This is an optimization exercise on Yosys and OpenROAD, whose aim is small area, a short achievable clock period and few clock cycles, not a production implementation.
At most, simulation tests tie the RTL to the original design; equivalence was not proved.
No activity file was given, so power comes from the tool's default toggle rates.

rev 12:
==> module tcp_timestamp_option_finder, before the edit <==
module tcp_timestamp_option_finder
(
  input  logic        clk,
  input  logic        rst,
  input  logic        in_valid,
  output logic        in_ready,
  input  logic [7:0]  data_byte,
  input  logic        first_byte,
  input  logic        last_byte,
  input  logic [15:0] total_length,
  output logic        out_valid,
  input  logic        out_ready,
  output logic        found,
  output logic [7:0]  option_kind,
  output logic [7:0]  option_length,
  output logic [31:0] ts_value,
  output logic [31:0] ts_echo
);
  function automatic logic sum_gt(input logic [15:0] a, input logic [7:0] x,
                                  input logic [15:0] l);
    logic [15:0] xs;
    logic [15:0] s;
    logic [15:0] k;
    logic [15:0] b;
    logic [15:0] g;
    logic [15:0] pr;
    xs = {8'd0, x};
    s  = a ^ xs ^ ~l;
    k  = (a & xs) | (a & ~l) | (xs & ~l);
    b  = {k[14:0], 1'b0};
    g  = s & b;
    pr = s | b;
    for (int w = 1; w < 16; w = w * 2) begin
      for (int i = 0; i < 16; i++) begin
        if (i % (2 * w) == 2 * w - 1) begin
          g[i]  = g[i] | (pr[i] & g[i - w]);
          pr[i] = pr[i] & pr[i - w];
        end
      end
    end
    sum_gt = k[15] | g[15];
  endfunction
  logic        fv;
  logic [7:0]  fd;
  logic        ff;
  logic        fl;
  logic        ffail;      
  logic        fle1;       
  logic        fle2;       
  logic        fis8;       
  logic        fis0;       
  logic [15:0] pos9;       
  logic        pos_ovf;    
  logic [7:0]  cnt;
  logic        czero;      
  logic        st_len;     
  logic        st_cap;     
  logic        st_done;    
  logic [71:0] res;        
  logic        take;
  logic        in_le1;
  logic        in_fail;
  logic [16:0] p_inc;
  logic        go;
  logic        harmless;
  logic        e_len, e_cap, e_done, e_wait, e_czero;
  logic        d_le1, d_is8, d_is0;
  logic [7:0]  c;
  logic [7:0]  fx;
  logic        at_start;
  logic        hit, miss, settle;
  logic        len_n, cap_n, done_n, czero_n;
  logic [7:0]  cnt_n;
  logic        res_shift, res_hold;
  logic        fv_n, out_valid_n, settled_n, harmless_n;
  assign take   = in_valid && in_ready;
  assign in_le1 = data_byte[7:1] == 7'd0;
  assign in_fail = first_byte ? (in_le1 ? sum_gt(16'd9, 8'd2, total_length)
                                        : sum_gt(16'd9, data_byte, total_length))
                              : (pos_ovf || (in_le1 ? sum_gt(pos9, 8'd2, total_length)
                                                    : sum_gt(pos9, data_byte, total_length)));
  assign p_inc  = {1'b0, pos9} + 17'd1;
  assign harmless = (st_done && !ff) || (ff && !fl);
  assign go       = fv && (!out_valid || harmless);
  assign e_len   = !ff && st_len;
  assign e_cap   = !ff && st_cap;
  assign e_done  = !ff && st_done;
  assign e_wait  = ff || !(st_len || st_cap || st_done);
  assign e_czero = !ff && czero;
  assign c       = ff ? 8'd20 : cnt;
  assign d_le1   = fle1;
  assign d_is8   = fis8;
  assign d_is0   = fis0;
  assign fx      = {fd[7:2], fd[1] | d_le1, fd[0] && !d_le1};
  assign at_start = e_wait && e_czero;
  always_comb begin
    hit     = e_cap && e_czero;
    miss    = (at_start && d_le1 && ffail) || (e_len && (d_is0 || ffail));
    len_n   = at_start && !d_le1 && !d_is8;
    cap_n   = (at_start && d_is8) || (e_cap && !e_czero);
    if (e_len)                  cnt_n = fx - 8'd2;
    else if (at_start && d_is8) cnt_n = 8'd8;
    else if (at_start)          cnt_n = 8'd0;
    else                        cnt_n = c - 8'd1;
    if (e_len)                  czero_n = fle2;
    else if (at_start)          czero_n = !d_is8;
    else                        czero_n = !ff && cnt == 8'd1;
    if (!e_done && !hit && fl) miss = 1'b1;
  end
  assign settle = (hit || miss) && !e_done;
  assign done_n = e_done || settle;
  assign res_shift = fv && !out_valid && e_cap && (!fl || czero);
  assign res_hold  = !(fv && !out_valid);
  assign fv_n        = take || (fv && !go);
  assign out_valid_n = (go && settle) || (out_valid && !out_ready);
  assign settled_n   = go ? done_n : st_done;
  assign harmless_n  = take ? ((settled_n && !first_byte) || (first_byte && !last_byte))
                            : ((settled_n && !ff) || (ff && !fl));
  always_ff @(posedge clk) begin
    if (rst) begin
      fv        <= 1'b0;
      in_ready  <= 1'b1;
      pos9      <= 16'd9;
      pos_ovf   <= 1'b0;
      cnt       <= 8'd20;
      czero     <= 1'b0;
      st_len    <= 1'b0;
      st_cap    <= 1'b0;
      st_done   <= 1'b0;
      out_valid <= 1'b0;
    end else begin
      fv        <= fv_n;
      in_ready  <= !fv_n || !out_valid_n || harmless_n;
      out_valid <= out_valid_n;
      if (take) begin
        pos9    <= first_byte ? 16'd10 : p_inc[15:0];
        pos_ovf <= !first_byte && (pos_ovf || p_inc[16]);
      end
      if (go) begin
        cnt     <= cnt_n;
        czero   <= czero_n;
        st_len  <= len_n && !done_n;
        st_cap  <= cap_n && !done_n;
        st_done <= done_n;
      end
    end
  end
  always_ff @(posedge clk) begin
    if (take) begin
      fd    <= data_byte;
      ff    <= first_byte;
      fl    <= last_byte;
      ffail <= in_fail;
      fle1  <= in_le1;
      fle2  <= data_byte[7:2] == 6'd0 && !(data_byte[1] && data_byte[0]);
      fis8  <= data_byte == 8'd8;
      fis0  <= data_byte == 8'd0;
    end
    res <= ({72{res_shift}} & {res[63:0], fd}) | ({72{res_hold}} & res);
    if (go && settle) found <= hit;
  end
  assign option_kind   = {4'd0, found, 3'd0};
  assign option_length = res[71:64];
  assign ts_value      = res[63:32];
  assign ts_echo       = res[31:0];
endmodule
==> flow/config.mk <==
export PLATFORM = sky130hd
export DESIGN_NAME = tcp_timestamp_option_finder
export DESIGN_NICKNAME = tcp_timestamp_option_finder
export VERILOG_FILES = /design/flow/design.v
export SDC_FILE = /design/flow/constraint.sdc
export NUM_CORES = 4
export LEC_CHECK = 0
export CAP_MARGIN = 20
export CORE_MARGIN = 2
export CORE_UTILIZATION = 40
export CTS_BUF_LIST = sky130_fd_sc_hd__clkbuf_8
export PLACE_DENSITY = 0.6
export SETUP_SLACK_MARGIN = 3.6
export SLEW_MARGIN = 20
==> flow/constraint.sdc <==
create_clock -name core_clock -period 6.0 [get_ports {clk}]
set_input_delay 1.2000 -clock core_clock [delete_from_list [all_inputs] [get_ports {clk}]]
set_output_delay 1.2000 -clock core_clock [all_outputs]
set_load 0.01 [all_outputs]
standard.sh (not shown) runs the stock make flow with config.mk's settings and CLKGATE_MAP_FILE= SYNTH_SCRIPT=/design/flow/synth_recipe.tcl, a recipe that flattens the netlist after the stock synthesis.
==> flow/flow/run.sh <==
#!/bin/bash
# Layout flow: the standard ORFS flow with two changes.
# - Synthesis leaves adders to abc (no ADDER_MAP_FILE): the design's only arithmetic is a
#   bound check written as a carry tree and two counters, which abc maps faster than the
#   full-adder cells. Registers are mapped exactly as in the standard synthesis.
# - The port buffers that placement inserts are plain sky130_fd_sc_hd__buf_1 cells (ORFS
#   otherwise picks a delay buffer).
# Every ORFS step keeps its own log under orfs/logs/; make's output goes to standard.log.
set -euo pipefail
cd "$(dirname "$0")/.."
export ADDER_MAP_FILE=
export BUFFER_PORTS_ARGS="-buffer_cell sky130_fd_sc_hd__buf_1"
bash standard.sh > standard.log 2>&1
Setup changes, rev 12 to rev 13
--- a/flow/design.v
+++ b/flow/design.v
@@ -86,8 +86,4 @@
   logic        fl;
   logic        ffail;      
-  logic        fle1;       
-  logic        fle2;       
-  logic        fis8;       
-  logic        fis0;       
   logic [15:0] pos9;       
   logic        pos_ovf;    
@@ -100,4 +96,5 @@
   logic        take;
   logic        in_le1;
+  logic [7:0]  in_x;
   logic        in_fail;
   logic [16:0] p_inc;
@@ -116,8 +113,6 @@
   assign take   = in_valid && in_ready;
   assign in_le1 = data_byte[7:1] == 7'd0;
-  assign in_fail = first_byte ? (in_le1 ? sum_gt(16'd9, 8'd2, total_length)
-                                        : sum_gt(16'd9, data_byte, total_length))
-                              : (pos_ovf || (in_le1 ? sum_gt(pos9, 8'd2, total_length)
-                                                    : sum_gt(pos9, data_byte, total_length)));
+  assign in_x   = {data_byte[7:2], data_byte[1] | in_le1, data_byte[0] && !in_le1};
+  assign in_fail = pos_ovf || sum_gt(pos9, in_x, total_length);
   assign p_inc  = {1'b0, pos9} + 17'd1;
   assign harmless = (st_done && !ff) || (ff && !fl);
@@ -129,7 +124,7 @@
   assign e_czero = !ff && czero;
   assign c       = ff ? 8'd20 : cnt;
-  assign d_le1   = fle1;
-  assign d_is8   = fis8;
-  assign d_is0   = fis0;
+  assign d_le1   = fd[7:1] == 7'd0;
+  assign d_is8   = fd == 8'd8;
+  assign d_is0   = fd == 8'd0;
   assign fx      = {fd[7:2], fd[1] | d_le1, fd[0] && !d_le1};
   assign at_start = e_wait && e_czero;
@@ -143,5 +138,5 @@
     else if (at_start)          cnt_n = 8'd0;
     else                        cnt_n = c - 8'd1;
-    if (e_len)                  czero_n = fle2;
+    if (e_len)                  czero_n = fd[7:2] == 6'd0 && !(fd[1] && fd[0]);   
     else if (at_start)          czero_n = !d_is8;
     else                        czero_n = !ff && cnt == 8'd1;
@@ -192,8 +187,4 @@
       fl    <= last_byte;
       ffail <= in_fail;
-      fle1  <= in_le1;
-      fle2  <= data_byte[7:2] == 6'd0 && !(data_byte[1] && data_byte[0]);
-      fis8  <= data_byte == 8'd8;
-      fis0  <= data_byte == 8'd0;
     end
     res <= ({72{res_shift}} & {res[63:0], fd}) | ({72{res_hold}} & res);
Notes after the runs:
Critical path depth, rev 13 and rev 12, lower one = rev 13. Taking rev 12 as the reference, in rev 13 async set-or-reset flop fraction in the synthesized netlist ~0 delta, sequential cell power -3.6%, area added between synthesis and finish -0.98 points. Power share of the sequential group ended up 0.9 points lower on rev 13 than on rev 12. Rev 13 against rev 12: count of vias placed by the detailed router down 500, area of all placed cells without fillers now sits lower, global-route track usage on met3 went up by 0.51 points, fmax lost 10 MHz. Of the two candidates, rev 12 has the worse global-route wire length before repair and rev 13 the better one. Re proportion of synthesized chip area in sequential cells: rev 13 is 2.1 points up on rev 12. In the tables for rev 13 and rev 12, full die area reads higher with rev 12.
Testbench counts of rev 13, summed over its fixed seeds: cycles 24,217.
No functional check of the RTL was part of rev 12.

port drivers added, routing unchanged:
Ports are ideal in the flow. The routed layouts listed here were re-timed in OpenROAD.
Step 1 assumes that a clkbuf_16 drives the clock port and a buf_2 every other input.
Step 2 adds t to the input delays and takes it off the output delays; t is the mean of the earliest and latest rising clock arrival at the registers after step 1. Input paths then give back, and output paths get back, about the clock's delay inside the block.
Slacks: ideal / step 1 / step 2; pairs: ideal / step 1.
| run | t (ns) | setup slack, ns | worst hold slack (ns) | worst setup path at the end | pins driven straight from the clock port |
|---|---|---|---|---|---|
| rev 12 | 0.466 | 3.534 / 3.528 / 3.063 | 0.479 / 0.479 / 0.479 | input to register | 1 |
| rev 13 | 0.445 | 3.472 / 3.472 / 3.027 | 0.477 / 0.477 / 0.477 | input to register | 1 |
After both steps setup and hold are still met in every run listed. The setup slack of rev 12, which loses most, moves by -0.006 ns with the drivers and by -0.471 ns with both steps.
